From an optimization exercise on the open Yosys and OpenROAD flow, aimed at small area and a short achievable clock period; shortcuts taken in it are not production practice.
At most, simulation tests tie the RTL to the original design; equivalence was not proved.
For runs 1 to 3, only the layout was checked, not whether the RTL still works.
Power and IR drop assume default switching activity.

$ cat flow/run.sh
#!/bin/bash
# Layout flow: the standard ORFS flow (standard.sh) with two extra ORFS
# variables: port buffers are buf_2 instead of the default delay buffer, and
# the resizer may swap cells across footprints. Full tool output goes to
# standard.log here, and ORFS's own logs stay under orfs/logs.
set -euo pipefail
bash standard.sh MATCH_CELL_FOOTPRINT=0 \
    "BUFFER_PORTS_ARGS=-buffer_cell sky130_fd_sc_hd__buf_2" \
    finish > standard.log 2>&1
$ cat standard.sh
#!/bin/bash
# synth_recipe.tcl (not shown) runs the flow's synth.tcl, then flattens the netlist and writes it again
# the make line also repeats each setting of config.mk as NAME=value (left out here)
make -C /OpenROAD-flow-scripts/flow DESIGN_CONFIG=/design/flow/config.mk WORK_HOME=/design/flow/orfs CLKGATE_MAP_FILE= SYNTH_SCRIPT=/design/flow/synth_recipe.tcl "${@:-finish}"
$ cat config.mk
export PLATFORM = sky130hd
export DESIGN_NAME = decode_top
export DESIGN_NICKNAME = decode_top
export VERILOG_FILES = /design/flow/design.v
export SDC_FILE = /design/flow/constraint.sdc
export NUM_CORES = 4
export LEC_CHECK = 0
export CAP_MARGIN = 20
export CORE_MARGIN = 2
export CORE_UTILIZATION = 50
export CTS_CLUSTER_DIAMETER = 60
export CTS_CLUSTER_SIZE = 30
export SETUP_SLACK_MARGIN = 1.7
export SLEW_MARGIN = 20
export SYNTH_HIERARCHICAL = 1
export SYNTH_MINIMUM_KEEP_SIZE = 0
$ cat constraint.sdc
create_clock -name core_clock -period 3.6 [get_ports {clk_i}]
set_input_delay 0.7200 -clock core_clock [delete_from_list [all_inputs] [get_ports {clk_i}]]
set_output_delay 0.7200 -clock core_clock [all_outputs]
set_load 0.01 [all_outputs]
$ cat design.v
`timescale 1ns/1ps
package rv_pkg;
    localparam int INST_WIDTH = 32;
    localparam int XLEN       = 32;
    localparam int GPR_ADDR_W = 5;
    localparam int OPCODE_W = 7;
    localparam int FUNCT3_W = 3;
    localparam int FUNCT7_W = 7;
    localparam int RD_LSB     = 7;
    localparam int FUNCT3_LSB = 12;
    localparam int RS1_LSB    = 15;
    localparam int RS2_LSB    = 20;
    localparam int FUNCT7_LSB = 25;
    localparam logic [OPCODE_W-1:0] OPC_OP_IMM = 7'b0010011;
    localparam logic [OPCODE_W-1:0] OPC_OP     = 7'b0110011;
    localparam logic [OPCODE_W-1:0] OPC_LOAD   = 7'b0000011;
    localparam logic [OPCODE_W-1:0] OPC_STORE  = 7'b0100011;
    localparam logic [OPCODE_W-1:0] OPC_LUI    = 7'b0110111;
    localparam logic [OPCODE_W-1:0] OPC_AUIPC  = 7'b0010111;
    typedef enum logic [5:0] {
        ADDI, SLTI, SLTIU, XORI, ORI, ANDI, SLLI, SRLI, SRAI,
        ADD, SUB, SLL, SLT, SLTU, XOR, SRL, SRA, OR, AND,
        LB, LH, LW, LBU, LHU,
        SB, SH, SW,
        LUI, AUIPC,
        ILLEGAL
    } instr_id_e;
    typedef struct packed {
        logic      rs1_re;
        logic      rs2_re;
        logic      rd_we;
        logic      mem_re;
        logic      mem_we;
        instr_id_e instr_id;
    } ctrl_t;
    typedef struct packed {
        logic imm_i;
        logic imm_s;
        logic imm_u;
        logic x;
    } opc_cls_t;
    typedef struct packed {
        logic [XLEN-1:0] pc;
        opc_cls_t        cls;
        logic            rs1_re;
        logic            rs2_re;
        logic [31:1]     sel1;
        logic [31:1]     sel2;
        logic [31:7]     instr;
    } if_id_t;
    typedef struct packed {
        logic [XLEN-1:0]       pc;
        logic [GPR_ADDR_W-1:0] rd_addr;
        logic [GPR_ADDR_W-1:0] rs1_addr;
        logic [GPR_ADDR_W-1:0] rs2_addr;
        logic [XLEN-1:0]       rs1_val;
        logic [XLEN-1:0]       rs2_val;
        logic [XLEN-1:0]       imm;
        ctrl_t                 ctrl;
    } id_ex_t;
endpackage
`timescale 1ns/1ps
module pipe_reg #(
    parameter int W = 32,
    parameter bit HOLD_MUX = 0
) (
    input  logic         clk_i,
    input  logic         reset_i,
    input  logic         stall_i,
    input  logic         valid_i,
    input  logic [W-1:0] data_i,
    output logic         valid_o,
    output logic [W-1:0] data_o
);
    always_ff @(posedge clk_i) begin
        if (reset_i) begin
            valid_o <= 1'b0;
        end else if (!stall_i) begin
            valid_o <= valid_i;
        end
    end
    if (HOLD_MUX) begin : g_mux
        logic [W-1:0] data_d;
        hold_mux #(.W(W)) u_hold (
            .hold_i(stall_i),
            .q_i   (data_o),
            .d_i   (data_i),
            .y_o   (data_d)
        );
        always_ff @(posedge clk_i) begin
            data_o <= data_d;
        end
    end else begin : g_en
        always_ff @(posedge clk_i) begin
            if (!stall_i) begin
                data_o <= data_i;
            end
        end
    end
endmodule
module hold_mux #(
    parameter int W = 32
) (
    input  logic         hold_i,
    input  logic [W-1:0] q_i,
    input  logic [W-1:0] d_i,
    output logic [W-1:0] y_o
);
    assign y_o = hold_i ? q_i : d_i;
endmodule
`timescale 1ns/1ps
module ctrl_unit (
    input  rv_pkg::opc_cls_t            cls_i,
    input  logic [rv_pkg::FUNCT3_W-1:0] funct3_i,
    input  logic                        alt_i,
    output rv_pkg::ctrl_t               ctrl_o
);
    logic op_imm, op, load, store, lui, auipc;
    logic load_ok, store_ok;
    assign op_imm = cls_i.imm_i & ~cls_i.x;
    assign load   = cls_i.imm_i &  cls_i.x;
    assign store  = cls_i.imm_s;
    assign lui    = cls_i.imm_u & ~cls_i.x;
    assign auipc  = cls_i.imm_u &  cls_i.x;
    assign op     = ~cls_i.imm_i & ~cls_i.imm_s & ~cls_i.imm_u & cls_i.x;
    assign load_ok  = ~(funct3_i[1] & (funct3_i[0] | funct3_i[2]));
    assign store_ok = ~funct3_i[2] & ~(funct3_i[1] & funct3_i[0]);
    rv_pkg::instr_id_e id;
    always_comb begin
        id = rv_pkg::ILLEGAL;
        if (op_imm) begin
            case (funct3_i)
                3'b000: id = rv_pkg::ADDI;
                3'b001: id = rv_pkg::SLLI;
                3'b010: id = rv_pkg::SLTI;
                3'b011: id = rv_pkg::SLTIU;
                3'b100: id = rv_pkg::XORI;
                3'b101: id = alt_i ? rv_pkg::SRAI : rv_pkg::SRLI;
                3'b110: id = rv_pkg::ORI;
                default: id = rv_pkg::ANDI;
            endcase
        end else if (op) begin
            case (funct3_i)
                3'b000: id = alt_i ? rv_pkg::SUB : rv_pkg::ADD;
                3'b001: id = rv_pkg::SLL;
                3'b010: id = rv_pkg::SLT;
                3'b011: id = rv_pkg::SLTU;
                3'b100: id = rv_pkg::XOR;
                3'b101: id = alt_i ? rv_pkg::SRA : rv_pkg::SRL;
                3'b110: id = rv_pkg::OR;
                default: id = rv_pkg::AND;
            endcase
        end else if (load) begin
            case (funct3_i)
                3'b000: id = rv_pkg::LB;
                3'b001: id = rv_pkg::LH;
                3'b010: id = rv_pkg::LW;
                3'b100: id = rv_pkg::LBU;
                3'b101: id = rv_pkg::LHU;
                default: id = rv_pkg::ILLEGAL;
            endcase
        end else if (store) begin
            case (funct3_i)
                3'b000: id = rv_pkg::SB;
                3'b001: id = rv_pkg::SH;
                3'b010: id = rv_pkg::SW;
                default: id = rv_pkg::ILLEGAL;
            endcase
        end else if (lui) begin
            id = rv_pkg::LUI;
        end else if (auipc) begin
            id = rv_pkg::AUIPC;
        end
    end
    always_comb begin
        ctrl_o.instr_id = id;
        ctrl_o.rs1_re   = op | op_imm | (load & load_ok) | (store & store_ok);
        ctrl_o.rs2_re   = op | (store & store_ok);
        ctrl_o.rd_we    = op | op_imm | (load & load_ok) | lui | auipc;
        ctrl_o.mem_re   = load & load_ok;
        ctrl_o.mem_we   = store & store_ok;
    end
endmodule
`timescale 1ns/1ps
module regfile (
    input  logic                          clk_i,
    input  logic                          reset_i,
    input  logic [rv_pkg::GPR_ADDR_W-1:0] rs1_addr_i,
    input  logic [rv_pkg::GPR_ADDR_W-1:0] rs2_addr_i,
    input  logic [31:1]                   rs1_sel_i,
    input  logic [31:1]                   rs2_sel_i,
    input  logic                          rs1_re_i,
    input  logic                          rs2_re_i,
    output logic [rv_pkg::XLEN-1:0]       rs1_val_o,
    output logic [rv_pkg::XLEN-1:0]       rs2_val_o,
    input  logic                          we_i,
    input  logic [rv_pkg::GPR_ADDR_W-1:0] waddr_i,
    input  logic [rv_pkg::XLEN-1:0]       wdata_i
);
    logic [31:1][rv_pkg::XLEN-1:0] regs;
    logic [rv_pkg::XLEN-1:0]       wd_m;
    assign wd_m = reset_i ? '0 : wdata_i;
    for (genvar i = 1; i < 32; i++) begin : g_reg
        logic en;
        assign en = reset_i | (we_i && waddr_i == i);
        always_ff @(posedge clk_i) begin
            if (en) regs[i] <= wd_m;
        end
    end
    logic hit1, hit2;
    logic fw1, fw2;
    assign hit1 = we_i && rs1_addr_i == waddr_i && rs1_addr_i != '0;
    assign hit2 = we_i && rs2_addr_i == waddr_i && rs2_addr_i != '0;
    assign fw1  = rs1_re_i & hit1;
    assign fw2  = rs2_re_i & hit2;
    for (genvar b = 0; b < rv_pkg::XLEN; b++) begin : g_rd
        logic [31:0] col;
        assign col[0] = regs[31][b];
        for (genvar i = 1; i < 32; i++) begin : g_col
            assign col[i] = regs[i][b];
        end
        rd_bit u_rd1 (.d_i(col), .sel_i({rs1_sel_i, rs1_sel_i[31]}), .fw_i(fw1), .nh_i(~hit1), .wd_i(wdata_i[b]),
                      .y_o(rs1_val_o[b]));
        rd_bit u_rd2 (.d_i(col), .sel_i({rs2_sel_i, rs2_sel_i[31]}), .fw_i(fw2), .nh_i(~hit2), .wd_i(wdata_i[b]),
                      .y_o(rs2_val_o[b]));
    end
endmodule
module rd_bit (
    input  logic [31:0] d_i,
    input  logic [31:0] sel_i,
    input  logic        fw_i,
    input  logic        nh_i,
    input  logic        wd_i,
    output logic        y_o
);
    logic [3:0]  p;
    logic [1:0]  q;
    for (genvar k = 0; k < 4; k++) begin : g_grp
        rd_grp8 u_grp (.d_i(d_i[8*k+:8]), .s_i(sel_i[8*k+:8]), .y_o(p[k]));
    end
    rd_nor2 u_nor0 (.a_i(p[1:0]), .y_o(q[0]));
    rd_nor2 u_nor1 (.a_i(p[3:2]), .y_o(q[1]));
    rd_out  u_out  (.q_i(q), .fw_i(fw_i), .nh_i(nh_i), .wd_i(wd_i), .y_o(y_o));
endmodule
module rd_grp8 (
    input  logic [7:0] d_i,
    input  logic [7:0] s_i,
    output logic       y_o
);
    assign y_o = |(d_i & s_i);
endmodule
module rd_nor2 (
    input  logic [1:0] a_i,
    output logic       y_o
);
    assign y_o = ~|a_i;
endmodule
module rd_out (
    input  logic [1:0] q_i,
    input  logic       fw_i,
    input  logic       nh_i,
    input  logic       wd_i,
    output logic       y_o
);
    assign y_o = (fw_i & wd_i) | (nh_i & ~&q_i);
endmodule
`timescale 1ns/1ps
module id_stage (
    input  rv_pkg::if_id_t                if_id_i,
    output logic [rv_pkg::FUNCT3_W-1:0]   funct3_o,
    output logic                          alt_o,
    input  rv_pkg::ctrl_t                 ctrl_i,
    output logic [rv_pkg::GPR_ADDR_W-1:0] rs1_addr_o,
    output logic [rv_pkg::GPR_ADDR_W-1:0] rs2_addr_o,
    input  logic [rv_pkg::XLEN-1:0]       rs1_val_i,
    input  logic [rv_pkg::XLEN-1:0]       rs2_val_i,
    output rv_pkg::id_ex_t                id_ex_o
);
    logic [31:7]             instr;
    rv_pkg::opc_cls_t        cls;
    logic [rv_pkg::XLEN-1:0] imm;
    assign instr      = if_id_i.instr;
    assign cls        = if_id_i.cls;
    assign funct3_o   = instr[14:12];
    assign alt_o      = instr[30];
    assign rs1_addr_o = instr[19:15];
    assign rs2_addr_o = instr[24:20];
    always_comb begin
        imm = ({32{cls.imm_i}} & {{20{instr[31]}}, instr[31:20]})
            | ({32{cls.imm_s}} & {{20{instr[31]}}, instr[31:25], instr[11:7]})
            | ({32{cls.imm_u}} & {instr[31:12], 12'b0});
    end
    always_comb begin
        id_ex_o.pc       = if_id_i.pc;
        id_ex_o.rd_addr  = instr[11:7];
        id_ex_o.rs1_addr = rs1_addr_o;
        id_ex_o.rs2_addr = rs2_addr_o;
        id_ex_o.rs1_val  = rs1_val_i;
        id_ex_o.rs2_val  = rs2_val_i;
        id_ex_o.imm      = imm;
        id_ex_o.ctrl     = ctrl_i;
    end
endmodule
`timescale 1ns/1ps
module decode_top (
    input  logic                          clk_i,
    input  logic                          reset_i,
    input  logic                          if_valid_i,
    input  logic [rv_pkg::XLEN-1:0]       if_pc_i,
    input  logic [rv_pkg::INST_WIDTH-1:0] if_instr_i,
    input  logic                          stall_i,
    input  logic                          wb_we_i,
    input  logic [rv_pkg::GPR_ADDR_W-1:0] wb_addr_i,
    input  logic [rv_pkg::XLEN-1:0]       wb_data_i,
    output logic                          id_ex_valid_o,
    output logic [rv_pkg::XLEN-1:0]       id_ex_pc_o,
    output logic [rv_pkg::GPR_ADDR_W-1:0] id_ex_rd_addr_o,
    output logic [rv_pkg::GPR_ADDR_W-1:0] id_ex_rs1_addr_o,
    output logic [rv_pkg::GPR_ADDR_W-1:0] id_ex_rs2_addr_o,
    output logic [rv_pkg::XLEN-1:0]       id_ex_rs1_val_o,
    output logic [rv_pkg::XLEN-1:0]       id_ex_rs2_val_o,
    output logic [rv_pkg::XLEN-1:0]       id_ex_imm_o,
    output logic                          id_ex_rs1_re_o,
    output logic                          id_ex_rs2_re_o,
    output logic                          id_ex_rd_we_o,
    output logic                          id_ex_mem_re_o,
    output logic                          id_ex_mem_we_o,
    output logic [5:0]                    id_ex_instr_id_o
);
    localparam int IF_ID_W = rv_pkg::XLEN + 4 + 2 + 2 * 31 + 25;
    localparam int ID_EX_W = 4 * rv_pkg::XLEN + 3 * rv_pkg::GPR_ADDR_W + 11;
    logic [rv_pkg::OPCODE_W-1:0]   opc;
    rv_pkg::opc_cls_t              cls;
    rv_pkg::if_id_t                if_id_in;
    rv_pkg::if_id_t                if_id_q;
    logic                          if_id_valid;
    logic [rv_pkg::FUNCT3_W-1:0]   funct3;
    logic                          alt;
    rv_pkg::ctrl_t                 ctrl;
    logic [rv_pkg::GPR_ADDR_W-1:0] rs1_addr;
    logic [rv_pkg::GPR_ADDR_W-1:0] rs2_addr;
    logic [rv_pkg::XLEN-1:0]       rs1_val;
    logic [rv_pkg::XLEN-1:0]       rs2_val;
    rv_pkg::id_ex_t                id_ex_d;
    rv_pkg::id_ex_t                id_ex_q;
    assign opc       = if_instr_i[rv_pkg::OPCODE_W-1:0];
    assign cls.imm_i = (opc == rv_pkg::OPC_OP_IMM) || (opc == rv_pkg::OPC_LOAD);
    assign cls.imm_s = (opc == rv_pkg::OPC_STORE);
    assign cls.imm_u = (opc == rv_pkg::OPC_LUI) || (opc == rv_pkg::OPC_AUIPC);
    assign cls.x     = (opc == rv_pkg::OPC_LOAD) || (opc == rv_pkg::OPC_AUIPC)
                    || (opc == rv_pkg::OPC_OP);
    rv_pkg::ctrl_t ctrl_in;
    logic [31:1]   sel1_in;
    logic [31:1]   sel2_in;
    ctrl_unit u_ctrl_in (
        .cls_i   (cls),
        .funct3_i(if_instr_i[14:12]),
        .alt_i   (if_instr_i[30]),
        .ctrl_o  (ctrl_in)
    );
    for (genvar i = 1; i < 32; i++) begin : g_sel
        assign sel1_in[i] = ctrl_in.rs1_re && if_instr_i[19:15] == i;
        assign sel2_in[i] = ctrl_in.rs2_re && if_instr_i[24:20] == i;
    end
    assign if_id_in = {if_pc_i, cls, ctrl_in.rs1_re, ctrl_in.rs2_re, sel1_in, sel2_in, if_instr_i[31:7]};
    pipe_reg #(
        .W(IF_ID_W),
        .HOLD_MUX(1)
    ) if_id_reg (
        .clk_i  (clk_i),
        .reset_i(reset_i),
        .stall_i(stall_i),
        .valid_i(if_valid_i),
        .data_i (if_id_in),
        .valid_o(if_id_valid),
        .data_o (if_id_q)
    );
    id_stage u_id_stage (
        .if_id_i   (if_id_q),
        .funct3_o  (funct3),
        .alt_o     (alt),
        .ctrl_i    (ctrl),
        .rs1_addr_o(rs1_addr),
        .rs2_addr_o(rs2_addr),
        .rs1_val_i (rs1_val),
        .rs2_val_i (rs2_val),
        .id_ex_o   (id_ex_d)
    );
    ctrl_unit u_ctrl_unit (
        .cls_i   (if_id_q.cls),
        .funct3_i(funct3),
        .alt_i   (alt),
        .ctrl_o  (ctrl)
    );
    regfile u_regfile (
        .clk_i     (clk_i),
        .reset_i   (reset_i),
        .rs1_addr_i(rs1_addr),
        .rs2_addr_i(rs2_addr),
        .rs1_val_o (rs1_val),
        .rs2_val_o (rs2_val),
        .rs1_sel_i (if_id_q.sel1),
        .rs2_sel_i (if_id_q.sel2),
        .rs1_re_i  (if_id_q.rs1_re),
        .rs2_re_i  (if_id_q.rs2_re),
        .we_i      (wb_we_i),
        .waddr_i   (wb_addr_i),
        .wdata_i   (wb_data_i)
    );
    pipe_reg #(
        .W(ID_EX_W),
        .HOLD_MUX(1)
    ) id_ex_reg (
        .clk_i  (clk_i),
        .reset_i(reset_i),
        .stall_i(stall_i),
        .valid_i(if_id_valid),
        .data_i (id_ex_d),
        .valid_o(id_ex_valid_o),
        .data_o (id_ex_q)
    );
    assign id_ex_pc_o       = id_ex_q.pc;
    assign id_ex_rd_addr_o  = id_ex_q.rd_addr;
    assign id_ex_rs1_addr_o = id_ex_q.rs1_addr;
    assign id_ex_rs2_addr_o = id_ex_q.rs2_addr;
    assign id_ex_rs1_val_o  = id_ex_q.rs1_val;
    assign id_ex_rs2_val_o  = id_ex_q.rs2_val;
    assign id_ex_imm_o      = id_ex_q.imm;
    assign id_ex_rs1_re_o   = id_ex_q.ctrl.rs1_re;
    assign id_ex_rs2_re_o   = id_ex_q.ctrl.rs2_re;
    assign id_ex_rd_we_o    = id_ex_q.ctrl.rd_we;
    assign id_ex_mem_re_o   = id_ex_q.ctrl.mem_re;
    assign id_ex_mem_we_o   = id_ex_q.ctrl.mem_we;
    assign id_ex_instr_id_o = id_ex_q.ctrl.instr_id;
endmodule
==> flow_summary.yaml, run 1 <==
cells_and_area:
  proportion_of_layout_cells_with_a_drive_suffix_above_1: 0.354
  antenna_cells_inserted: 0
  commonest_non_fill_non_tap_cell_in_the_layout: "sky130_fd_sc_hd__edfxtp_1"
  finish.net_count: 4162
  final_util: 0.608
  area_growth_syn_to_layout_pct: 20.7
  most-common-layout-cells: "sky130_fd_sc_hd__edfxtp_1 (992), sky130_fd_sc_hd__a22oi_1 (917), sky130_fd_sc_hd__nand4_1 (262)"
synth:
  syn_nets: 3726
  postSynthCellCount: 3620
  synthesis.area_um2: 53000
  postSynthAreaPerCell_um2: 14.7
  synth-warning-count: 11
hold_path:
  worstHoldStart: "if_pc_i[27]"
  hold_class: "input port to register"
critical_path:
  crit_path_start: "if_id_reg.data_o[78]"
  crit_arrival_ns: 2.59
  cp-start-kind: "register"
  critPathKind: "register to register"
  cp_endpoint_kind: "register"
  critical_path.reg2reg.startpoint: "if_id_reg.data_o[78]"
  crit_required_ns: 4.20
  timing.critical_path.fanout_max: 31
grt:
  globalRouteMet1Util: 0.446
  grt_start_max_net_pins: 72
  global_route.overflow_total: 0
  busiest_layer: "met2"
  met2_usage: 0.517
  grt_util_met3: 0.0792
  first_global_vias: 36800
  grt_pass1_wl_um: 261000
  grt_antenna_before_repair: 3
  global_route_usage_sum: 0.335
timing:
  worstMarginPinSlew_ns: 0.994
  hold_violations: 0
  post-route-period-util: 0.552
  clock-skew-final_ns: 0.0397
  drv_slew: 0
  finalSetupViolations: 0
  finalCriticalPeriod_ns: 1.99
  worst_slew_margin_rel: 0.334
  tns_ns: 0
  achievable-frequency_ghz: 0.503
  final_hold_slack_ns: 0.226
  grt_setup_unrepaired: "yes"
detailed_routing:
  routed_wire_length_per_instance_um: 34.4
  detail_route.iter0.violations: 5516
  postRouteAntennaNets: 0
  drc: 0
  drt_pass1_iterations: 8
  detail_route.vias_per_cell: 6.96
  route.vias.total: 38500
  total_length_of_routed_wires_um: 190000
floorplanning:
  coreArea_um2: 105000
  chipWidth_um: 330
  initial_utilization: 0.504
  floorplan.io_pins: 261
  die_height_um: 330
  placement_rows: 119
  area_enclosed_by_the_die_boundary_um2: 109000
cts:
  count_of_hold_buffers_inserted_by_post_cts_repair: 0
  clock_path_buffers: 3
  h_tree_depth: 3
  tritoncts.num_buffers: 97
  clock_latency_ns: 0.71
  cts.root.buffer_cell: "sky130_fd_sc_hd__clkbuf_16"
  cts.clk_slew.worst_paths_ns: 0.10
  tritoncts: "built"
  cts.sinks: 1273
placed_design:
  detailed_place_hpwl_um: 106000
  routabilityCongestion: 0.862
  numPortBuffers: 260
power_and_ir_drop:
  ir_drop_uv: 563
  leakagePower_uw: 0.0225
  sequential_cell_fraction_of_total_power: 0.561
  switching_share_of_power: 0.257
  power_density_cells_nw_per_um2: 497
  internal-power_uw: 23600
  power.share.combinational: 0.061
  power.clock.fraction: 0.378
  total_switching_power_uw: 8150
  p_total_uw: 31800
run_status:
  run_status: "complete, no violations"
run:
  drv_cap: 0
==> path summary, 6_finish.rpt <==
kind | depth (start not counted) | end | slack (ns)
max reg2reg | 7 | id_ex_reg.data_o[90] | 1.61
min | 2 | if_id_reg.data_o[120] | 0.23
max | 7 | id_ex_reg.data_o[90] | 1.61
min reg2reg | 1 | id_ex_reg.data_o[49] | 0.47
==> layer usage <==
metal  share of wire  vias to the layer above
met4           0.059                        2
met1            0.38                    19300
met3            0.12                      527
met2            0.44                     2721
met5        0.000089                        -
li1                -                    15900
==> power by group through the flow <==
stage / combinational [uW] / sequential, uW / clock (uW)
2_1_floorplan: 971 / 18000 / 0
3_3_place_gp: 1610 / 18000 / 0
3_5_place_dp: 1630 / 18100 / 0
4_1_cts: 1850 / 17800 / 12100
5_1_grt: 2020 / 18000 / 12700
6_report: 1930 / 17800 / 12000
==> stage by stage <==
| stage | cell area, um2 | cells | setup WS (ns) |
|---|---|---|---|
| 2_1_floorplan | 53300 | 3620 | 0.802 |
| 3_3_place_gp | 56400 | 5230 | 0.476 |
| 3_5_place_dp | 56400 | 5231 | 0.602 |
| 4_1_cts | 62500 | 5491 | 1.62 |
| 5_1_grt | 64000 | 5529 | 1.57 |
| 6_report | 64000 | 5529 | 1.61 |
==> flip-flops by register name, summed over array words and instances (netlist names) <==
signal / flops
u_regfile.regs: 992
id_ex_reg.data_o: 154
if_id_reg.data_o: 125
id_ex_reg.valid_o: 1
if_id_reg.valid_o: 1
==> repair_timing <==
action                     4_1_cts  5_1_grt
pin swaps                       51      156
gates cloned                     8       10
setup buffers                   71       28
setup endpoints to repair      432      325
gates resized for setup        498      230
hold endpoints to repair         0        0
==> worst max-delay path, stage by stage, from the launching register on <==
cell,delay (ns)
sky130_fd_sc_hd__dfxtp_1,0.35
sky130_fd_sc_hd__buf_8,0.20
sky130_fd_sc_hd__a22oi_1,0.23
sky130_fd_sc_hd__nand4_1,0.25
sky130_fd_sc_hd__nor2_2,0.23
sky130_fd_sc_hd__nand2_1,0.09
sky130_fd_sc_hd__a22o_1,0.21
sky130_fd_sc_hd__mux2_2,0.26
==> cell type report <==
| class | instances | area, um2 |
|---|---|---|
| inverter | 7 | 26.3 |
| clock inverter | 80 | 1130 |
| fill | 8115 | 41300 |
| multi-input combinational | 2134 | 17400 |
| tap | 1391 | 1740 |
| timing repair buffer | 543 | 5540 |
| sequential | 1273 | 35700 |
| clock buffer | 101 | 2460 |
==> inputs of run 2 (changes only) <==
--- a/design.v
+++ b/design.v
@@ -54,6 +54,4 @@
         logic [GPR_ADDR_W-1:0] rs1_addr;
         logic [GPR_ADDR_W-1:0] rs2_addr;
-        logic [XLEN-1:0]       rs1_val;
-        logic [XLEN-1:0]       rs2_val;
         logic [XLEN-1:0]       imm;
         ctrl_t                 ctrl;
@@ -192,4 +190,5 @@
     input  logic                          rs1_re_i,
     input  logic                          rs2_re_i,
+    input  logic                          hold_i,
     output logic [rv_pkg::XLEN-1:0]       rs1_val_o,
     output logic [rv_pkg::XLEN-1:0]       rs2_val_o,
@@ -210,8 +209,16 @@
     logic hit1, hit2;
     logic fw1, fw2;
+    logic rd1, rd2;
     assign hit1 = we_i && rs1_addr_i == waddr_i && rs1_addr_i != '0;
     assign hit2 = we_i && rs2_addr_i == waddr_i && rs2_addr_i != '0;
     assign fw1  = rs1_re_i & hit1;
     assign fw2  = rs2_re_i & hit2;
+    assign rd1  = rs1_re_i & ~hit1;
+    assign rd2  = rs2_re_i & ~hit2;
+    logic [rv_pkg::XLEN-1:0] rs1_val_d, rs2_val_d;
+    always_ff @(posedge clk_i) begin
+        rs1_val_o <= rs1_val_d;
+        rs2_val_o <= rs2_val_d;
+    end
     for (genvar b = 0; b < rv_pkg::XLEN; b++) begin : g_rd
         logic [31:0] col;
@@ -220,8 +227,8 @@
             assign col[i] = regs[i][b];
         end
-        rd_bit u_rd1 (.d_i(col), .sel_i({rs1_sel_i, rs1_sel_i[31]}), .fw_i(fw1), .nh_i(~hit1), .wd_i(wdata_i[b]),
-                      .y_o(rs1_val_o[b]));
-        rd_bit u_rd2 (.d_i(col), .sel_i({rs2_sel_i, rs2_sel_i[31]}), .fw_i(fw2), .nh_i(~hit2), .wd_i(wdata_i[b]),
-                      .y_o(rs2_val_o[b]));
+        rd_bit u_rd1 (.d_i(col), .sel_i({rs1_sel_i, rs1_sel_i[31]}), .fw_i(fw1), .nh_i(rd1), .wd_i(wdata_i[b]),
+                      .hold_i(hold_i), .o_i(rs1_val_o[b]), .y_o(rs1_val_d[b]));
+        rd_bit u_rd2 (.d_i(col), .sel_i({rs2_sel_i, rs2_sel_i[31]}), .fw_i(fw2), .nh_i(rd2), .wd_i(wdata_i[b]),
+                      .hold_i(hold_i), .o_i(rs2_val_o[b]), .y_o(rs2_val_d[b]));
     end
 endmodule
@@ -230,6 +237,8 @@
     input  logic [31:0] sel_i,
     input  logic        fw_i,
-    input  logic        nh_i,
+    input  logic        nh_i,   
     input  logic        wd_i,
+    input  logic        hold_i,
+    input  logic        o_i,
     output logic        y_o
 );
@@ -241,5 +250,6 @@
     rd_nor2 u_nor0 (.a_i(p[1:0]), .y_o(q[0]));
     rd_nor2 u_nor1 (.a_i(p[3:2]), .y_o(q[1]));
-    rd_out  u_out  (.q_i(q), .fw_i(fw_i), .nh_i(nh_i), .wd_i(wd_i), .y_o(y_o));
+    rd_out  u_out  (.q_i(q), .fw_i(fw_i), .nh_i(nh_i), .wd_i(wd_i), .hold_i(hold_i), .o_i(o_i),
+                    .y_o(y_o));
 endmodule
 module rd_grp8 (
@@ -261,7 +271,9 @@
     input  logic       nh_i,
     input  logic       wd_i,
+    input  logic       hold_i,
+    input  logic       o_i,
     output logic       y_o
 );
-    assign y_o = (fw_i & wd_i) | (nh_i & ~&q_i);
+    assign y_o = hold_i ? o_i : ((fw_i & wd_i) | (nh_i & ~&q_i));
 endmodule
 `timescale 1ns/1ps
@@ -273,6 +285,4 @@
     output logic [rv_pkg::GPR_ADDR_W-1:0] rs1_addr_o,
     output logic [rv_pkg::GPR_ADDR_W-1:0] rs2_addr_o,
-    input  logic [rv_pkg::XLEN-1:0]       rs1_val_i,
-    input  logic [rv_pkg::XLEN-1:0]       rs2_val_i,
     output rv_pkg::id_ex_t                id_ex_o
 );
@@ -296,6 +306,4 @@
         id_ex_o.rs1_addr = rs1_addr_o;
         id_ex_o.rs2_addr = rs2_addr_o;
-        id_ex_o.rs1_val  = rs1_val_i;
-        id_ex_o.rs2_val  = rs2_val_i;
         id_ex_o.imm      = imm;
         id_ex_o.ctrl     = ctrl_i;
@@ -329,5 +337,5 @@
 );
     localparam int IF_ID_W = rv_pkg::XLEN + 4 + 2 + 2 * 31 + 25;
-    localparam int ID_EX_W = 4 * rv_pkg::XLEN + 3 * rv_pkg::GPR_ADDR_W + 11;
+    localparam int ID_EX_W = 2 * rv_pkg::XLEN + 3 * rv_pkg::GPR_ADDR_W + 11;
     logic [rv_pkg::OPCODE_W-1:0]   opc;
     rv_pkg::opc_cls_t              cls;
@@ -360,6 +368,6 @@
     );
     for (genvar i = 1; i < 32; i++) begin : g_sel
-        assign sel1_in[i] = ctrl_in.rs1_re && if_instr_i[19:15] == i;
-        assign sel2_in[i] = ctrl_in.rs2_re && if_instr_i[24:20] == i;
+        assign sel1_in[i] = if_instr_i[19:15] == i;
+        assign sel2_in[i] = if_instr_i[24:20] == i;
     end
     assign if_id_in = {if_pc_i, cls, ctrl_in.rs1_re, ctrl_in.rs2_re, sel1_in, sel2_in, if_instr_i[31:7]};
@@ -383,6 +391,4 @@
         .rs1_addr_o(rs1_addr),
         .rs2_addr_o(rs2_addr),
-        .rs1_val_i (rs1_val),
-        .rs2_val_i (rs2_val),
         .id_ex_o   (id_ex_d)
     );
@@ -398,4 +404,5 @@
         .rs1_addr_i(rs1_addr),
         .rs2_addr_i(rs2_addr),
+        .hold_i    (stall_i),
         .rs1_val_o (rs1_val),
         .rs2_val_o (rs2_val),
@@ -424,6 +431,6 @@
     assign id_ex_rs1_addr_o = id_ex_q.rs1_addr;
     assign id_ex_rs2_addr_o = id_ex_q.rs2_addr;
-    assign id_ex_rs1_val_o  = id_ex_q.rs1_val;
-    assign id_ex_rs2_val_o  = id_ex_q.rs2_val;
+    assign id_ex_rs1_val_o  = rs1_val;
+    assign id_ex_rs2_val_o  = rs2_val;
     assign id_ex_imm_o      = id_ex_q.imm;
     assign id_ex_rs1_re_o   = id_ex_q.ctrl.rs1_re;
==> flow_summary.yaml, run 2 <==
timing:
  post-route-period-util: 0.569
  final_hold_slack_ns: 0.230
  clock-skew-final_ns: 0.0481
  grt_setup_unrepaired: "yes"
  tns_ns: 0
  timing.final.ws_setup_ns: 1.55
  achievable-frequency_ghz: 0.488
  drv_slew: 0
  hold_violations: 0
  finalCriticalPeriod_ns: 2.05
  worst_slew_margin_rel: 0.269
  worstMarginPinSlew_ns: 1.10
  finalSetupViolations: 0
power_and_ir_drop:
  power_density_cells_nw_per_um2: 530
  leakagePower_uw: 0.0218
  ir_drop_uv: 424
cts:
  clock_path_buffers: 3
  h_tree_depth: 3
  clock_latency_ns: 0.73
  cts.root.buffer_cell: "sky130_fd_sc_hd__clkbuf_16"
  tritoncts: "built"
  cts.clk_slew.worst_paths_ns: 0.08
  tritoncts.num_buffers: 103
  cts.sinks: 1273
cells_and_area:
  largest-register: "u_regfile.regs"
  area_growth_syn_to_layout_pct: 19.1
  antenna_cells_inserted: 0
  most-common-layout-cells: "sky130_fd_sc_hd__a22oi_1 (1026), sky130_fd_sc_hd__edfxtp_1 (992), sky130_fd_sc_hd__nand4_1 (259)"
  design_area_um2: 62900
  final.fill_count: 8044
  flip_flop_count_of_the_largest_register_all_copies_and_words_added: 992
  commonest_non_fill_non_tap_cell_in_the_layout: "sky130_fd_sc_hd__a22oi_1"
  largestRegisters: "u_regfile.regs: 992 flops, if_id_reg.data_o: 125 flops, id_ex_reg.data_o: 90 flops"
  finish.net_count: 4232
  proportion_of_layout_cells_with_a_drive_suffix_above_1: 0.295
placed_design:
  detailed_place_hpwl_um: 108000
  pre_cts_slack_ns: 0.451
  detailed_place.area_um2: 56500
  routabilityCongestion: 0.927
  numPortBuffers: 260
synth:
  synthesis.area_um2: 52800
  synth-warning-count: 11
  syn_nets: 3719
  postSynthAreaPerCell_um2: 14.6
  postSynthCellCount: 3613
detailed_routing:
  total_length_of_routed_wires_um: 178000
  drt_pass1_iterations: 9
  postRouteAntennaNets: 0
  routed_wire_length_per_instance_um: 31.7
  drc: 0
  route.vias.total: 38300
  detail_route.iter0.violations: 5891
  detail_route.vias_per_cell: 6.83
grt:
  first_global_vias: 35600
  global_route_usage_sum: 0.315
  grt_pass1_wl_um: 249000
  grt_start_max_net_pins: 69
  grt_antenna_before_repair: 0
  global_route.overflow_total: 0
floorplanning:
  coreArea_um2: 105000
  chipWidth_um: 329
  area_enclosed_by_the_die_boundary_um2: 108000
  floorplan.io_pins: 261
  initial_utilization: 0.503
  placement_rows: 119
  die_height_um: 329
run:
  drv_cap: 0
critical_path:
  cp-start-kind: "input port"
  critPathKind: "input port to register"
  timing.critical_path.fanout_max: 32
  crit_required_ns: 3.94
  r2r_setup_slk_ns: 1.62
  crit_arrival_ns: 2.39
  cp_endpoint_kind: "register"
run_status:
  run_status: "complete, no violations"
hold_path:
  hold_class: "input port to register"
==> run 2: worst max-delay path: stages <==
cell	delay, ns
sky130_fd_sc_hd__buf_2	0.28
sky130_fd_sc_hd__nand4_1	0.13
sky130_fd_sc_hd__buf_4	0.23
sky130_fd_sc_hd__buf_4	0.18
sky130_fd_sc_hd__o21bai_4	0.80
==> run 2: path summary, 6_finish.rpt <==
kind,startpoint,endpoint,cells after the start
worst min-delay path,if_pc_i[22],if_id_reg.data_o[115],2
worst min register to register,id_ex_reg.data_o[65],id_ex_reg.data_o[65],1
worst max register to register,if_id_reg.data_o[9],u_regfile.rs1_val_o[14],7
worst max-delay path,wb_addr_i[3],u_regfile.regs[984],5
==> run 2: metrics by stage <==
stage          total power (uW)  std cells   util
6_report                  33400       5607  0.599
5_1_grt                   34300       5607  0.599
2_1_floorplan             19500       3613      -
3_5_place_dp              20900       5296  0.538
3_3_place_gp              20800       5296  0.538
4_1_cts                   33300       5565  0.592
==> run 2: timing repair <==
| action | in CTS | in global routing |
|---|---|---|
| resized for setup | 399 | 55 |
| setup endpoints to repair | 942 | 660 |
| setup buffers | 68 | 35 |
| hold buffers | 0 | 0 |
| cloned | 6 | 6 |
| pin swaps | 26 | 26 |
==> run 2: area by class of cell <==
cell class / count / area, um2 / share of cell area
Sequential cell: 1273 / 35700 / 0.568
Multi-Input combinational cell: 2205 / 17000 / 0.269
Clock inverter: 82 / 986 / 0.0157
Clock buffer: 113 / 2710 / 0.0431
Timing Repair Buffer: 534 / 4760 / 0.0757
Tap cell: 1391 / 1740 / 0.0277
Inverter: 9 / 33.8 / 0.000537
==> run 2: report_power, final <==
group	switching (uW)	internal, uW	leakage (uW)
combinational	1910	1220	0.00807
sequential	803	17200	0.0120
clock	6280	5980	0.00180
==> run 2: layer usage <==
layer	global-route usage	up-vias	share of wire
met3	0.0561	392	0.11
met2	0.485	2682	0.45
li1	-	16100	-
met4	0.131	0	0.044
met1	0.445	19100	0.40
met5	0	-	0
==> inputs of run 3 (changes only) <==
--- a/design.v
+++ b/design.v
@@ -358,18 +358,21 @@
     assign cls.x     = (opc == rv_pkg::OPC_LOAD) || (opc == rv_pkg::OPC_AUIPC)
                     || (opc == rv_pkg::OPC_OP);
-    rv_pkg::ctrl_t ctrl_in;
-    logic [31:1]   sel1_in;
-    logic [31:1]   sel2_in;
-    ctrl_unit u_ctrl_in (
-        .cls_i   (cls),
-        .funct3_i(if_instr_i[14:12]),
-        .alt_i   (if_instr_i[30]),
-        .ctrl_o  (ctrl_in)
-    );
+    logic [rv_pkg::FUNCT3_W-1:0] f3_in;
+    logic                        load_ok, store_ok;
+    logic                        rs1_re_in, rs2_re_in;
+    logic [31:1]                 sel1_in;
+    logic [31:1]                 sel2_in;
+    assign f3_in     = if_instr_i[14:12];
+    assign load_ok   = ~(f3_in[1] & (f3_in[0] | f3_in[2]));
+    assign store_ok  = ~f3_in[2] & ~(f3_in[1] & f3_in[0]);
+    assign rs1_re_in = (opc == rv_pkg::OPC_OP) || (opc == rv_pkg::OPC_OP_IMM)
+                    || ((opc == rv_pkg::OPC_LOAD) && load_ok)
+                    || ((opc == rv_pkg::OPC_STORE) && store_ok);
+    assign rs2_re_in = (opc == rv_pkg::OPC_OP) || ((opc == rv_pkg::OPC_STORE) && store_ok);
     for (genvar i = 1; i < 32; i++) begin : g_sel
         assign sel1_in[i] = if_instr_i[19:15] == i;
         assign sel2_in[i] = if_instr_i[24:20] == i;
     end
-    assign if_id_in = {if_pc_i, cls, ctrl_in.rs1_re, ctrl_in.rs2_re, sel1_in, sel2_in, if_instr_i[31:7]};
+    assign if_id_in = {if_pc_i, cls, rs1_re_in, rs2_re_in, sel1_in, sel2_in, if_instr_i[31:7]};
     pipe_reg #(
         .W(IF_ID_W),
==> flow_summary.yaml, run 3 <==
placed_design:
  detailed_place_hpwl_um: 109000
  routabilityCongestion: 0.900
  numPortBuffers: 260
detailed_routing:
  postRouteAntennaNets: 0
  route.vias.total: 38200
  detail_route.vias_per_cell: 6.82
  drt_pass1_iterations: 6
  total_length_of_routed_wires_um: 176000
  routed_wire_length_per_instance_um: 31.5
  detail_route.iter0.violations: 6014
  drc: 0
timing:
  finalSetupViolations: 0
  worstMarginPinSlew_ns: 0.865
  worst_slew_margin_rel: 0.423
  achievable-frequency_ghz: 0.478
  tns_ns: 0
  finalCriticalPeriod_ns: 2.09
  hold_violations: 0
  final_hold_slack_ns: 0.247
  post-route-period-util: 0.581
  drv_slew: 0
  clock-skew-final_ns: 0.0251
  grt_setup_unrepaired: "yes"
power_and_ir_drop:
  leakagePower_uw: 0.0219
  p_total_uw: 33400
  ir_drop_uv: 593
  power_density_cells_nw_per_um2: 529
critical_path:
  worstPathBufferInverterCount: 1
  cp_endpoint_kind: "register"
  worstPathCellList: "buf_2, nor2b_4, nand3_4, o21bai_2"
  critical_path.reg2reg.startpoint: "if_id_reg.data_o[9]"
  crit_path_start: "wb_addr_i[3]"
  r2r_setup_slk_ns: 1.63
  timing.critical_path.slowest_cell_delay_ns: 0.77
  path_delay_family: "compound AO/OA/AOI/OAI gates"
  timing.critical_path.fanout_max: 12
  crit_arrival_ns: 2.42
  cp-start-kind: "input port"
  cpMaxStageDelayCell: "sky130_fd_sc_hd__o21bai_2"
  crit_required_ns: 3.93
  critPathKind: "input port to register"
floorplanning:
  coreArea_um2: 105000
  placement_rows: 119
  die_height_um: 329
  chipWidth_um: 329
  initial_utilization: 0.503
  area_enclosed_by_the_die_boundary_um2: 108000
  floorplan.io_pins: 261
cts:
  clock_path_buffers: 3
  clock_latency_ns: 0.71
  tritoncts: "built"
  tritoncts.num_buffers: 103
  count_of_hold_buffers_inserted_by_post_cts_repair: 0
  cts.sinks: 1273
  cts.root.buffer_cell: "sky130_fd_sc_hd__clkbuf_16"
  cts.clk_slew.worst_paths_ns: 0.08
  h_tree_depth: 3
synth:
  postSynthAreaPerCell_um2: 14.6
  synth_cell_types: 66
  synth-warning-count: 11
  ys_top_cells_by_count: "sky130_fd_sc_hd__a22oi_1 (1026), sky130_fd_sc_hd__edfxtp_1 (992), sky130_fd_sc_hd__dfxtp_1 (281)"
  synthTopCellsByArea: "sky130_fd_sc_hd__edfxtp_1 (56%), sky130_fd_sc_hd__a22oi_1 (15%), sky130_fd_sc_hd__dfxtp_1 (11%)"
  postSynthCellCount: 3606
  postSynthRegisterBits: 1273
  synthDominantCellAreaShare: 0.564
  postSynth.topFlopCell: "sky130_fd_sc_hd__edfxtp_1"
  synthesis.area_um2: 52800
  yosysMostFrequentCell: "sky130_fd_sc_hd__a22oi_1"
  syn_nets: 3712
  asyncSetResetFlopFracSynth: 0
  synth.yosys.seq_area_share: 0.671
  synth_enable_flop_cells: 992
  synth_area_leader_cell: "sky130_fd_sc_hd__edfxtp_1"
grt:
  grt_pass1_wl_um: 247000
  grt_start_max_net_pins: 60
  grt_antenna_before_repair: 2
  first_global_vias: 35400
  global_route_usage_sum: 0.313
  global_route.overflow_total: 0
hold_path:
  hold_class: "input port to register"
  worstHoldStart: "if_instr_i[26]"
cells_and_area:
  largestRegisters: "u_regfile.regs: 992 flops, if_id_reg.data_o: 125 flops, id_ex_reg.data_o: 90 flops"
  most-common-layout-cells: "sky130_fd_sc_hd__a22oi_1 (1026), sky130_fd_sc_hd__edfxtp_1 (992), sky130_fd_sc_hd__nand4_1 (259)"
  proportion_of_layout_cells_with_a_drive_suffix_above_1: 0.297
  finish.net_count: 4226
  final.fill_count: 7968
  commonest_non_fill_non_tap_cell_in_the_layout: "sky130_fd_sc_hd__a22oi_1"
  final_util: 0.602
  flip_flop_count_of_the_largest_register_all_copies_and_words_added: 992
  area_growth_syn_to_layout_pct: 19.7
  largest-register: "u_regfile.regs"
run_status:
  run_status: "complete, no violations"
run:
  drv_cap: 0
==> run 3: modules after synthesis, one instance, submodules excluded, a selection <==
module | cells | flops+latches
decode_top | 110 | 0
id_stage | 131 | 0
rd_nor2 | 1 | 0
ctrl_unit | 69 | 0
regfile | 1172 | 1056
rd_out | 4 | 0
rd_grp8 | 5 | 0
==> run 3: power breakdown <==
| part | internal [uW] | leakage [uW] | switching (uW) |
|---|---|---|---|
| Clock | 6100 | 0.00184 | 6240 |
| Combinational | 1220 | 0.00808 | 1860 |
| Sequential | 17200 | 0.0120 | 824 |
| Total | 24500 | 0.0219 | 8930 |
==> run 3: final timing paths <==
path / end / cells past startpoint
setup / recovery: u_regfile.regs[744] / 4
hold / removal: if_id_reg.data_o[19] / 2
setup reg to reg: u_regfile.rs1_val_o[25] / 7
hold reg to reg: id_ex_reg.data_o[69] / 1
==> run 3: stage by stage <==
step                      setup slack (ns)  cells  instance area [um2]
after detailed placement             0.543   5296                56700
final                                 1.51   5601                63200
after CTS                             1.36   5572                62600
after global routing                  1.51   5600                63200
after global placement               0.590   5296                56700
after floorplan                       1.21   3606                53100
==> run 3: per-layer routing <==
metal	routed length (um)	GRT usage	vias up	share of wire
li1	-	-	16100	-
met1	70700	0.452	19100	0.40
met2	79700	0.484	2614	0.45
met3	19400	0.0523	336	0.11
met4	6550	0.105	2	0.037
met5	7	0	-	0.000040
==> run 3: area by class of cell <==
| cell class | instances | area [um2] | share of cell area |
|---|---|---|---|
| tap | 1391 | 1740 | 0.0276 |
| inverter | 9 | 33.8 | 0.000535 |
| multi-input combinational | 2206 | 17000 | 0.269 |
| timing repair buffer | 527 | 4870 | 0.0772 |
| clock inverter | 84 | 1070 | 0.0170 |
| sequential | 1273 | 35700 | 0.566 |
| antenna | 1 | 2.50 | 0.0000396 |
| clock buffer | 110 | 2700 | 0.0427 |
==> run 3: kinds of logic after synthesis <==
family          count (synthesis)  share of synthesized area
compound gates               1289                      0.181
flops                        1273                      0.671
simple gates                  676                     0.0697
mux                           220                     0.0568
buf+inv                       138                     0.0204
xor+xnor                        9                    0.00149
other cells                     1                  0.0000710
==> run 3: what timing repair did <==
item                       in CTS  in global routing
setup buffers                  71                 25
cloned                         11                  3
pin swaps                      45                  7
resized for setup             408                 62
setup endpoints to repair     737                617
==> inputs of run 4 (changes only) <==
--- a/design.v
+++ b/design.v
@@ -43,6 +43,6 @@
         logic [XLEN-1:0] pc;
         opc_cls_t        cls;
-        logic            rs1_re;
-        logic            rs2_re;
+        logic            rs1_rd;
+        logic            rs2_rd;
         logic [31:1]     sel1;
         logic [31:1]     sel2;
@@ -188,6 +188,6 @@
     input  logic [31:1]                   rs1_sel_i,
     input  logic [31:1]                   rs2_sel_i,
-    input  logic                          rs1_re_i,
-    input  logic                          rs2_re_i,
+    input  logic                          rs1_rd_i,
+    input  logic                          rs2_rd_i,
     input  logic                          hold_i,
     output logic [rv_pkg::XLEN-1:0]       rs1_val_o,
@@ -200,9 +200,11 @@
     logic [rv_pkg::XLEN-1:0]       wd_m;
     assign wd_m = reset_i ? '0 : wdata_i;
-    for (genvar i = 1; i < 32; i++) begin : g_reg
-        logic en;
-        assign en = reset_i | (we_i && waddr_i == i);
-        always_ff @(posedge clk_i) begin
-            if (en) regs[i] <= wd_m;
+    for (genvar l = 0; l < 4; l++) begin : g_lane
+        logic [31:1] en;
+        wen_dec u_dec (.reset_i(reset_i), .we_i(we_i), .waddr_i(waddr_i), .en_o(en));
+        for (genvar i = 1; i < 32; i++) begin : g_reg
+            always_ff @(posedge clk_i) begin
+                if (en[i]) regs[i][8*l+:8] <= wd_m[8*l+:8];
+            end
         end
     end
@@ -210,10 +212,10 @@
     logic fw1, fw2;
     logic rd1, rd2;
-    assign hit1 = we_i && rs1_addr_i == waddr_i && rs1_addr_i != '0;
-    assign hit2 = we_i && rs2_addr_i == waddr_i && rs2_addr_i != '0;
-    assign fw1  = rs1_re_i & hit1;
-    assign fw2  = rs2_re_i & hit2;
-    assign rd1  = rs1_re_i & ~hit1;
-    assign rd2  = rs2_re_i & ~hit2;
+    assign hit1 = we_i && rs1_rd_i && rs1_addr_i == waddr_i;
+    assign hit2 = we_i && rs2_rd_i && rs2_addr_i == waddr_i;
+    assign fw1  = hit1;
+    assign fw2  = hit2;
+    assign rd1  = rs1_rd_i & ~hit1;
+    assign rd2  = rs2_rd_i & ~hit2;
     logic [rv_pkg::XLEN-1:0] rs1_val_d, rs2_val_d;
     always_ff @(posedge clk_i) begin
@@ -233,4 +235,14 @@
     end
 endmodule
+module wen_dec (
+    input  logic                          reset_i,
+    input  logic                          we_i,
+    input  logic [rv_pkg::GPR_ADDR_W-1:0] waddr_i,
+    output logic [31:1]                   en_o
+);
+    for (genvar i = 1; i < 32; i++) begin : g_en
+        assign en_o[i] = reset_i | (we_i && waddr_i == i);
+    end
+endmodule
 module rd_bit (
     input  logic [31:0] d_i,
@@ -374,5 +386,6 @@
         assign sel2_in[i] = if_instr_i[24:20] == i;
     end
-    assign if_id_in = {if_pc_i, cls, rs1_re_in, rs2_re_in, sel1_in, sel2_in, if_instr_i[31:7]};
+    assign if_id_in = {if_pc_i, cls, rs1_re_in && (if_instr_i[19:15] != '0),
+                       rs2_re_in && (if_instr_i[24:20] != '0), sel1_in, sel2_in, if_instr_i[31:7]};
     pipe_reg #(
         .W(IF_ID_W),
@@ -412,6 +425,6 @@
         .rs1_sel_i (if_id_q.sel1),
         .rs2_sel_i (if_id_q.sel2),
-        .rs1_re_i  (if_id_q.rs1_re),
-        .rs2_re_i  (if_id_q.rs2_re),
+        .rs1_rd_i  (if_id_q.rs1_rd),
+        .rs2_rd_i  (if_id_q.rs2_rd),
         .we_i      (wb_we_i),
         .waddr_i   (wb_addr_i),
==> flow_summary.yaml, run 4 <==
timing:
  finalSetupViolations: 0
  grt_setup_unrepaired: "yes"
  clock-skew-final_ns: 0.0292
  tns_ns: 0
  post-route-period-util: 0.558
  worstMarginPinSlew_ns: 0.968
  worst_slew_margin_rel: 0.351
  finalCriticalPeriod_ns: 2.01
  achievable-frequency_ghz: 0.497
  drv_slew: 0
  final_hold_slack_ns: 0.205
  hold_violations: 0
run:
  drv_cap: 0
cells_and_area:
  largest-register: "u_regfile.regs"
  final.fill_count: 8281
  most-common-layout-cells: "sky130_fd_sc_hd__a22oi_1 (1026), sky130_fd_sc_hd__edfxtp_1 (992), sky130_fd_sc_hd__nand4_1 (261)"
  flip_flop_count_of_the_largest_register_all_copies_and_words_added: 992
  largestRegisters: "u_regfile.regs: 992 flops, if_id_reg.data_o: 125 flops, id_ex_reg.data_o: 90 flops"
  commonest_non_fill_non_tap_cell_in_the_layout: "sky130_fd_sc_hd__a22oi_1"
  area_growth_syn_to_layout_pct: 18.7
  finish.net_count: 4339
  proportion_of_layout_cells_with_a_drive_suffix_above_1: 0.301
  design_area_um2: 64000
floorplanning:
  coreArea_um2: 107000
  die_height_um: 332
  floorplan.io_pins: 261
  placement_rows: 120
  chipWidth_um: 332
  initial_utilization: 0.504
  area_enclosed_by_the_die_boundary_um2: 110000
detailed_routing:
  drc: 0
  detail_route.iter0.violations: 5986
  route.vias.total: 39500
  total_length_of_routed_wires_um: 188000
  detail_route.vias_per_cell: 6.88
  routed_wire_length_per_instance_um: 32.7
  postRouteAntennaNets: 0
  drt_pass1_iterations: 7
critical_path:
  cp-start-kind: "register"
  cp_endpoint_kind: "register"
  worstPathCellList: "buf_4, a22oi_1, nand4_1, nor2_1, a21bo_1, a21oi_1"
  critical_path.reg2reg.startpoint: "if_id_reg.data_o[71]"
  path_delay_family: "simple AND/OR/NAND/NOR gates"
  critPathKind: "register to register"
  crit_path_start: "if_id_reg.data_o[71]"
  timing.critical_path.fanout_max: 29
  timing.critical_path.slowest_cell_delay_ns: 0.52
  crit_required_ns: 4.21
  crit_arrival_ns: 2.62
  worstPathBufferInverterCount: 1
  cpMaxStageDelayCell: "sky130_fd_sc_hd__dfxtp_4"
placed_design:
  numPortBuffers: 260
  detailed_place_hpwl_um: 117000
  routabilityCongestion: 0.886
  detailed_place.area_um2: 57600
synth:
  synth_enable_flop_cells: 992
  postSynthAreaPerCell_um2: 14.3
  synth-warning-count: 11
  asyncSetResetFlopFracSynth: 0
  synth_cell_types: 65
  synthTopCellsByArea: "sky130_fd_sc_hd__edfxtp_1 (55%), sky130_fd_sc_hd__a22oi_1 (14%), sky130_fd_sc_hd__dfxtp_1 (10%)"
  synth_area_leader_cell: "sky130_fd_sc_hd__edfxtp_1"
  postSynthRegisterBits: 1273
  synthesis.area_um2: 53900
  yosysMostFrequentCell: "sky130_fd_sc_hd__a22oi_1"
  postSynth.topFlopCell: "sky130_fd_sc_hd__edfxtp_1"
  postSynthCellCount: 3780
  synth.yosys.seq_area_share: 0.657
  synthDominantCellAreaShare: 0.552
  ys_top_cells_by_count: "sky130_fd_sc_hd__a22oi_1 (1026), sky130_fd_sc_hd__edfxtp_1 (992), sky130_fd_sc_hd__dfxtp_1 (281)"
  syn_nets: 3886
cts:
  tritoncts.num_buffers: 113
  cts.root.buffer_cell: "sky130_fd_sc_hd__clkbuf_16"
  clock_path_buffers: 3
  h_tree_depth: 3
  cts.sinks: 1273
  count_of_hold_buffers_inserted_by_post_cts_repair: 0
  cts.clk_slew.worst_paths_ns: 0.08
  tritoncts: "built"
  clock_latency_ns: 0.74
run_status:
  run_status: "complete, no violations"
power_and_ir_drop:
  p_total_uw: 34200
  leakagePower_uw: 0.0222
  power_density_cells_nw_per_um2: 534
  ir_drop_uv: 420
grt:
  first_global_vias: 37800
  met2_usage: 0.517
  grt_util_met3: 0.0716
  grt_start_max_net_pins: 85
  globalRouteMet1Util: 0.432
  global_route_usage_sum: 0.327
  global_route.overflow_total: 0
  grt_antenna_before_repair: 10
  grt_pass1_wl_um: 262000
  busiest_layer: "met2"
hold_path:
  hold_class: "input port to register"
  worstHoldStart: "if_pc_i[20]"
run 4: metal layers:
metal  part of all wire  vias up
met3               0.11      517
met2               0.46     2674
met5                  0        -
li1                   -    16600
met1               0.38    19700
met4              0.055        0
run 4: stage by stage:
step	cells	util	setup WS [ns]
finish	5743	0.598	1.59
CTS	5711	0.593	1.60
global route	5742	0.598	1.59
global placement	5459	0.538	0.556
floorplan	3780	-	1.52
detailed placement	5459	0.538	0.513
run 4: final timing paths:
path / to / slack [ns] / cells after the start
setup reg to reg: u_regfile.rs1_val_o[11] / 1.59 / 6
hold reg to reg: id_ex_reg.data_o[79] / 0.49 / 1
hold / removal: if_id_reg.data_o[113] / 0.21 / 2
setup / recovery: u_regfile.rs1_val_o[11] / 1.59 / 6
run 4: area by class of cell:
| type | instances | area (um2) | share of cell area |
|---|---|---|---|
| sequential | 1273 | 35900 | 0.561 |
| clock buffer | 119 | 2960 | 0.0462 |
| timing repair buffer | 486 | 4340 | 0.0679 |
| antenna | 6 | 15.0 | 0.000235 |
| clock inverter | 97 | 1170 | 0.0184 |
| multi-input combinational | 2339 | 17800 | 0.278 |
| inverter | 20 | 75.1 | 0.00117 |
| tap | 1403 | 1760 | 0.0274 |
run 4: kinds of logic after synthesis:
kind of cell	count (synthesis)	share of synthesized area
and+or+nand+nor	726	0.0762
AOI/OAI and AO/OA	1381	0.187
xor gates and xnor gates	11	0.00179
muxes	220	0.0556
other	1	0.0000695
buffers and inverters	168	0.0228
DFF	1273	0.657
run 4: timing repair:
action | in CTS | in global routing
cloned | 0 | 4
buffers inserted | 36 | 22
pin swaps | 7 | 11
gates resized for setup | 417 | 61
setup endpoints to repair | 548 | 498
run 4: per-module statistics from Yosys (local to each module, per instance), excerpt:
module      flops+latches  times used  cells  cell area (um2)
rd_out                  0          64      4             26.3
regfile              1056           1   1109            31400
wen_dec                 0           4     59              395
rd_nor2                 0         128      1             3.75
ctrl_unit               0           1     69              439
decode_top              0           1    111              537
rd_grp8                 0         256      5             36.3
id_stage                0           1    131              861
run 4: report_power, final:
part	leakage [uW]	total [uW]	internal, uW	switching (uW)
Sequential	0.0120	18100	17200	966
Combinational	0.00818	2850	1140	1710
Clock	0.00201	13200	6620	6570
==> inputs of run 5 (changes only) <==
--- a/config.mk
+++ b/config.mk
@@ -11,5 +11,5 @@
 export CTS_CLUSTER_DIAMETER = 60
 export CTS_CLUSTER_SIZE = 30
-export SETUP_SLACK_MARGIN = 1.7
+export SETUP_SLACK_MARGIN = 1.4
 export SLEW_MARGIN = 20
 export SYNTH_HIERARCHICAL = 1
==> flow_summary.yaml, run 5 <==
critical_path:
  timing.critical_path.fanout_max: 29
  timing.critical_path.slowest_cell_delay_ns: 1.07
  worstPathCellList: "a22oi_1, nand4_1, nor2_1, a21bo_1, a21oi_1"
  critical_path.reg2reg.startpoint: "if_id_reg.data_o[43]"
  cp_endpoint_kind: "register"
  cpMaxStageDelayCell: "sky130_fd_sc_hd__dfxtp_2"
  cp-start-kind: "register"
  crit_required_ns: 4.23
  crit_path_start: "if_id_reg.data_o[43]"
  critPathKind: "register to register"
  crit_arrival_ns: 2.83
synth:
  synth_cell_types: 65
  ys_top_cells_by_count: "sky130_fd_sc_hd__a22oi_1 (1026), sky130_fd_sc_hd__edfxtp_1 (992), sky130_fd_sc_hd__dfxtp_1 (281)"
  postSynthCellCount: 3780
  synth-warning-count: 11
  synthTopCellsByArea: "sky130_fd_sc_hd__edfxtp_1 (55%), sky130_fd_sc_hd__a22oi_1 (14%), sky130_fd_sc_hd__dfxtp_1 (10%)"
  synth_enable_flop_cells: 992
  yosysMostFrequentCell: "sky130_fd_sc_hd__a22oi_1"
  asyncSetResetFlopFracSynth: 0
  synth_area_leader_cell: "sky130_fd_sc_hd__edfxtp_1"
  postSynthAreaPerCell_um2: 14.3
  synthDominantCellAreaShare: 0.552
  postSynthRegisterBits: 1273
  postSynth.topFlopCell: "sky130_fd_sc_hd__edfxtp_1"
  synth.yosys.seq_area_share: 0.657
  synthesis.area_um2: 53900
  syn_nets: 3886
placed_design:
  numPortBuffers: 260
  dp.cells: 5460
  detailed_place_hpwl_um: 116000
  routabilityCongestion: 0.891
detailed_routing:
  detail_route.vias_per_cell: 6.92
  drt_pass1_iterations: 6
  detail_route.iter0.violations: 5872
  drc: 0
  routed_wire_length_per_instance_um: 32.1
  postRouteAntennaNets: 0
  route.vias.total: 39200
  total_length_of_routed_wires_um: 182000
timing:
  drv_slew: 0
  final_hold_slack_ns: 0.223
  finalSetupViolations: 0
  hold_violations: 0
  achievable-frequency_ghz: 0.456
  tns_ns: 0
  worstMarginPinSlew_ns: 1.23
  post-route-period-util: 0.610
  worst_slew_margin_rel: 0.177
  grt_setup_unrepaired: "no"
  clock-skew-final_ns: 0.0422
  finalCriticalPeriod_ns: 2.20
cells_and_area:
  flip_flop_count_of_the_largest_register_all_copies_and_words_added: 992
  commonest_non_fill_non_tap_cell_in_the_layout: "sky130_fd_sc_hd__a22oi_1"
  seqCellArea_um2: 35500
  final.fill_count: 8523
  most-common-layout-cells: "sky130_fd_sc_hd__a22oi_1 (1026), sky130_fd_sc_hd__edfxtp_1 (992), sky130_fd_sc_hd__nand4_1 (261)"
  largestRegisters: "u_regfile.regs: 992 flops, if_id_reg.data_o: 125 flops, id_ex_reg.data_o: 90 flops"
  multi_input_area_um2: 17400
  area_growth_syn_to_layout_pct: 13.6
  largest-register: "u_regfile.regs"
  proportion_of_layout_cells_with_a_drive_suffix_above_1: 0.224
  finish.net_count: 4274
  post_layout_nonfiller_instances: 5667
  final_util: 0.572
grt:
  first_global_vias: 37000
  global_route_usage_sum: 0.319
  grt_pass1_wl_um: 258000
  global_route.overflow_total: 0
  grt_start_max_net_pins: 91
  grt_antenna_before_repair: 5
power_and_ir_drop:
  sequential_cell_fraction_of_total_power: 0.547
  switching_share_of_power: 0.262
  leakagePower_uw: 0.0213
  power_density_cells_nw_per_um2: 539
  internal-power_uw: 24400
  power.share.combinational: 0.079
  total_switching_power_uw: 8650
  power.clock.fraction: 0.375
  ir_drop_uv: 418
cts:
  tritoncts: "built"
  count_of_hold_buffers_inserted_by_post_cts_repair: 0
  cts.sinks: 1273
  clock_path_buffers: 3
  h_tree_depth: 3
  cts.root.buffer_cell: "sky130_fd_sc_hd__clkbuf_16"
  tritoncts.num_buffers: 105
  clock_latency_ns: 0.72
  cts.clk_slew.worst_paths_ns: 0.08
hold_path:
  hold_class: "input port to register"
  worstHoldStart: "if_pc_i[6]"
floorplanning:
  placement_rows: 120
  die_height_um: 332
  initial_utilization: 0.504
  coreArea_um2: 107000
  chipWidth_um: 332
  floorplan.io_pins: 261
  area_enclosed_by_the_die_boundary_um2: 110000
run_status:
  run_status: "complete, no violations"
run:
  drv_cap: 0
[run 5: cell types whose count changed in the layout (fill, tap and decap cells not counted), moves of 30 or more]
cell / change
sky130_fd_sc_hd__buf_6: -158
sky130_fd_sc_hd__a21oi_1: +30
sky130_fd_sc_hd__o21ai_1: +30
sky130_fd_sc_hd__a21oi_2: -30
sky130_fd_sc_hd__dfxtp_1: +170
sky130_fd_sc_hd__dfxtp_4: -61
sky130_fd_sc_hd__dfxtp_2: -109
sky130_fd_sc_hd__buf_2: +159
sky130_fd_sc_hd__buf_4: -42
[run 5: power by group through the flow]
stage	clock (uW)	sequential, uW	combinational (uW)
2_1_floorplan	0	18100	1430
3_3_place_gp	0	18300	2510
3_5_place_dp	0	18400	2530
4_1_cts	12500	18000	2540
5_1_grt	13000	18200	2730
6_report	12400	18100	2590
[run 5: per-stage QoR]
step                total power [uW]  instance area, um2  setup slack (ns)
finish                         33000               61300              1.40
global route                   33900               61300              1.40
CTS                            33100               61100              1.40
detailed placement             20900               57400             0.609
global placement               20800               57400             0.685
floorplan                      19500               53900              1.44
[run 5: final cells by class]
cell class | instances | area share
Inverter | 20 | 0.00123
Clock buffer | 120 | 0.0454
Multi-Input combinational cell | 2339 | 0.284
Antenna cell | 3 | 0.000123
Timing Repair Buffer | 429 | 0.0451
Sequential cell | 1273 | 0.580
Clock inverter | 80 | 0.0154
Tap cell | 1403 | 0.0287
[run 5: metal layers]
metal  vias to the layer above  wire (um)  GRT usage
li1                      16500          -          -
met1                     19700      73400      0.458
met2                      2702      80300      0.479
met3                       388      20900     0.0636
met4                         2       7200      0.126
met5                         -         20          0
[run 5: kinds of logic (layout without fill, tap and decap cells)]
logic type,Yosys count,after routing,synth area share
AOI/OAI and AO/OA,1381,1381,0.187
xor gates and xnor gates,11,11,0.00179
buffers and inverters,168,649,0.0228
DFF,1273,1273,0.657
muxes,220,220,0.0556
other,1,4,0.0000695
and+or+nand+nor,726,726,0.0762
[run 5: repair_timing]
action	CTS	global route
buffers inserted	0	3
gates cloned	0	0
pin swaps	0	2
setup endpoints to repair	43	119
gates resized for setup	5	26
endpoints found under the hold margin	0	0
[run 5: per-module statistics from Yosys (local to each module, per instance), excerpt]
| module | cell area (um2) | flops+latches | times used | cells |
|---|---|---|---|---|
| regfile | 31400 | 1056 | 1 | 1109 |
| id_stage | 861 | 0 | 1 | 131 |
| decode_top | 537 | 0 | 1 | 111 |
| ctrl_unit | 439 | 0 | 1 | 69 |
| wen_dec | 395 | 0 | 4 | 59 |
| rd_grp8 | 36.3 | 0 | 256 | 5 |
| rd_out | 26.3 | 0 | 64 | 4 |
| rd_nor2 | 3.75 | 0 | 128 | 1 |
[run 5: final timing paths]
| path | end | depth (start not counted) | slack (ns) |
|---|---|---|---|
| max | u_regfile.rs2_val_o[25] | 5 | 1.40 |
| min | if_id_reg.data_o[99] | 2 | 0.22 |
| max reg2reg | u_regfile.rs2_val_o[25] | 5 | 1.40 |
| min reg2reg | id_ex_reg.data_o[61] | 1 | 0.48 |
[run 5: worst max-delay path: cells and delay by family, from the launching register on]
family	cells	cell delay (ns)
and+or+nand+nor	2	0.42
AOI/OAI and AO/OA	3	0.58
DFF	1	1.07

separate check: timing with driven ports:
The flow's constraints put no driver on any port. The routed layouts listed below were extracted and timed again, unchanged, in two steps. Step 1 sets driving cells, clkbuf_16 on the clock port and buf_2 on the other inputs (assumed; they add their load-dependent delay and slew). Step 2, shift: input delay + t, output delay - t, t = (earliest + latest rising clock arrival at the registers) / 2. This alone moves slack from input paths to output paths. Three values: no drivers, after step 1, after step 2; two values: the first two.
run | shift t [ns] | slack for setup (ns) | pins driven straight from the clock port
run 1 | 0.774 | 1.612 / 1.586 / 0.933 | 1
run 2 | 0.780 | 1.552 / 1.537 / 0.810 | 1
run 3 | 0.771 | 1.508 / 1.519 / 0.748 | 1
run 4 | 0.793 | 1.590 / 1.519 / 0.726 | 1
run 5 | 0.784 | 1.405 / 1.405 / 0.633 | 1
After both steps every run listed still meets setup and hold. For run 4, which loses most, drivers alone change the setup slack by -0.071 ns; drivers and shift together by -0.864 ns.
